From an optimization exercise on the open Yosys and OpenROAD flow, aimed at small area, a short achievable clock period and few clock cycles per item; shortcuts taken in it are not production practice.
Where RTL was checked, it was by simulation tests only, not by an equivalence proof against the original.

==> v39: inputs <==
// lc4_core
module lc4_core
(
    input  logic        gwe,
    input  logic        i_arst_n,
    input  logic        i_insn_valid,
    input  logic [15:0] i_insn,
    output logic        o_insn_ready,
    output logic        o_ret_valid,
    input  logic        i_ret_ready,
    output logic [15:0] o_ret_insn,
    output logic        o_ret_we,
    output logic [2:0]  o_ret_wsel,
    output logic [15:0] o_ret_data,
    output logic [2:0]  o_ret_nzp
);
    logic        x_valid;
    logic [15:0] x_insn;
    logic [7:0]  x_rs_hot;
    logic [7:0]  x_rt_hot;
    logic [7:0]  y_rd_hot;
    logic [7:0]  x_rd_hot;
    logic [7:0]  in_rs_hot;
    logic [7:0]  in_rt_hot;
    logic        in_use_a;
    logic        in_use_b;
    logic        h_xi_a;
    logic        h_xi_b;
    logic        h_yi_a;
    logic        h_yi_b;
    logic        h_yx_a;
    logic        h_yx_b;
    logic        x_go;
    logic        byp_a_f;
    logic        byp_b_f;
    logic        stall_f;
    logic        byp_a_h;
    logic        byp_b_h;
    logic        stall_h;
    logic        byp_a;
    logic        byp_b;
    logic        x_we;
    logic        x_mul;
    logic        x_use_a;
    logic        x_use_b;
    logic [15:0] rf_a;
    logic [15:0] rf_b;
    logic [15:0] a;
    logic [15:0] b;
    logic [15:0] x_s;
    logic [15:0] x_c;
    logic [15:0] x_d;
    logic        x_k;
    logic        stall;
    logic        y_free;
    logic        x_fire;
    logic        x_load;
    logic        x_cimm;
    logic        x_csub;
    logic        x_cnot;
    logic [15:0] src_insn;
    logic        y_valid;
    logic [15:0] y_insn;
    logic [15:0] y_s;
    logic [15:8] y_c;
    logic [15:8] y_d;
    logic        y_k;
    logic [15:8] y_t;
    logic [15:8] y_u;
    logic [15:8] y_hi;
    logic        y_fwd;    
    logic        y_mw;     
    logic [15:0] y_sum;
    logic        y_zero;
  ...
==> module lc4_add16, before the edit <==
module lc4_add16
(
    input  logic [15:0] i_a,
    input  logic [15:0] i_b,
    input  logic        i_cin,
    output logic [15:0] o_sum,
    output logic [15:0] o_p,
    output logic [15:0] o_g
);
    logic [15:0] p;
    logic [15:0] g;
    logic [15:0] gg;
    logic [15:0] pp;
    always_comb begin
        p  = i_a ^ i_b;
        g  = i_a & i_b;
        gg = g;
        pp = p;
        gg[0] = g[0] | (p[0] & i_cin);
        for (int l = 0; l < 4; l++) begin
            for (int i = (2 << l) - 1; i < 16; i += (2 << l)) begin
                gg[i] = gg[i] | (pp[i] & gg[i - (1 << l)]);
                pp[i] = pp[i] & pp[i - (1 << l)];
            end
        end
        for (int l = 2; l >= 0; l--) begin
            for (int i = (3 << l) - 1; i < 16; i += (2 << l)) begin
                gg[i] = gg[i] | (pp[i] & gg[i - (1 << l)]);
                pp[i] = pp[i] & pp[i - (1 << l)];
            end
        end
        o_sum = p ^ {gg[14:0], i_cin};
        o_p   = p;
        o_g   = g;
    end
endmodule
clock: 8.2 ns
lec_check: 0
abc_area: 0
cap_margin: 20
core_margin: 2
core_utilization: 40
place_density: 0.6
setup_slack_margin: 4.0
slew_margin: 20
tns_end_percent: 0
run.sh (not shown) runs the stock make flow with config.mk's settings and CLKGATE_MAP_FILE= SYNTH_SCRIPT=/design/flow/synth_recipe.tcl, a recipe that flattens the netlist after the stock synthesis.
==> v20: changes against v39 <==
--- a/flow/design.v
+++ b/flow/design.v
@@ -207,42 +207,6 @@
     assign o_d = md & {16{op_mul}};
     assign o_k = mk & op_mul;
 endmodule
-module lc4_add16
-(
-    input  logic [15:0] i_a,
-    input  logic [15:0] i_b,
-    input  logic        i_cin,
-    output logic [15:0] o_sum,
-    output logic [15:0] o_p,
-    output logic [15:0] o_g
-);
-    logic [15:0] p;
-    logic [15:0] g;
-    logic [15:0] gg;
-    logic [15:0] pp;
-    always_comb begin
-        p  = i_a ^ i_b;
-        g  = i_a & i_b;
-        gg = g;
-        pp = p;
-        gg[0] = g[0] | (p[0] & i_cin);
-        for (int l = 0; l < 4; l++) begin
-            for (int i = (2 << l) - 1; i < 16; i += (2 << l)) begin
-                gg[i] = gg[i] | (pp[i] & gg[i - (1 << l)]);
-                pp[i] = pp[i] & pp[i - (1 << l)];
-            end
-        end
-        for (int l = 2; l >= 0; l--) begin
-            for (int i = (3 << l) - 1; i < 16; i += (2 << l)) begin
-                gg[i] = gg[i] | (pp[i] & gg[i - (1 << l)]);
-                pp[i] = pp[i] & pp[i - (1 << l)];
-            end
-        end
-        o_sum = p ^ {gg[14:0], i_cin};
-        o_p   = p;
-        o_g   = g;
-    end
-endmodule
 module lc4_mul16
 (
     input  logic [15:0] i_a,
ABC_AREA = 1   (was 0)
CORE_UTILIZATION = 30   (was 40)
PLACE_DENSITY = 0.45   (was 0.6)
==> v26: changes against v39 <==
--- a/flow/design.v
+++ b/flow/design.v
@@ -207,42 +207,6 @@
     assign o_d = md & {16{op_mul}};
     assign o_k = mk & op_mul;
 endmodule
-module lc4_add16
-(
-    input  logic [15:0] i_a,
-    input  logic [15:0] i_b,
-    input  logic        i_cin,
-    output logic [15:0] o_sum,
-    output logic [15:0] o_p,
-    output logic [15:0] o_g
-);
-    logic [15:0] p;
-    logic [15:0] g;
-    logic [15:0] gg;
-    logic [15:0] pp;
-    always_comb begin
-        p  = i_a ^ i_b;
-        g  = i_a & i_b;
-        gg = g;
-        pp = p;
-        gg[0] = g[0] | (p[0] & i_cin);
-        for (int l = 0; l < 4; l++) begin
-            for (int i = (2 << l) - 1; i < 16; i += (2 << l)) begin
-                gg[i] = gg[i] | (pp[i] & gg[i - (1 << l)]);
-                pp[i] = pp[i] & pp[i - (1 << l)];
-            end
-        end
-        for (int l = 2; l >= 0; l--) begin
-            for (int i = (3 << l) - 1; i < 16; i += (2 << l)) begin
-                gg[i] = gg[i] | (pp[i] & gg[i - (1 << l)]);
-                pp[i] = pp[i] & pp[i - (1 << l)];
-            end
-        end
-        o_sum = p ^ {gg[14:0], i_cin};
-        o_p   = p;
-        o_g   = g;
-    end
-endmodule
 module lc4_mul16
 (
     input  logic [15:0] i_a,
ABC_AREA = 1   (was 0)
CAP_MARGIN = 10   (was 20)
SLEW_MARGIN = 10   (was 20)
==> notes <==
The highest die area belongs to v20, the lowest to v39.
Synthesized area: v26 is larger than v39 (about 2%).
Between v26 and v39, the lower register-to-register slack is in v39 (gap 0.31 ns).
Critical path depth is the same in v26 and v20.
Testbench counts of v20, summed over its fixed seeds: cycles 16,336, items 16,000.
Testbench counts of v26, summed over its fixed seeds: cycles 16,336, items 16,000.
The RTL of v39 was laid out without a check of its function.

-- afterwards: timing with drivers on the ports --
How much do the figures lean on ideal ports? The routed layouts below were timed once more, with nothing changed but the port constraints.
Step 1, drivers: a clkbuf_16 drives gwe and a buf_2 each remaining input, both assumed.
Step 2 moves the port delays by t, midway between the first and last clock arrival at a register: inputs arrive t later, outputs are due t later. That takes back most of the time a late clock gives input paths.
Slacks: no drivers / after step 1 / after step 2; pairs: no drivers / after step 1.
run	t (ns)	slack for setup (ns)	worst setup path at the end
v39	0.578	3.354 / 3.354 / 3.354	register to register
v20	0.615	3.515 / 3.464 / 3.623	register to register
v26	0.605	3.523 / 3.471 / 3.661	register to register
After both steps every run listed still meets setup and hold.
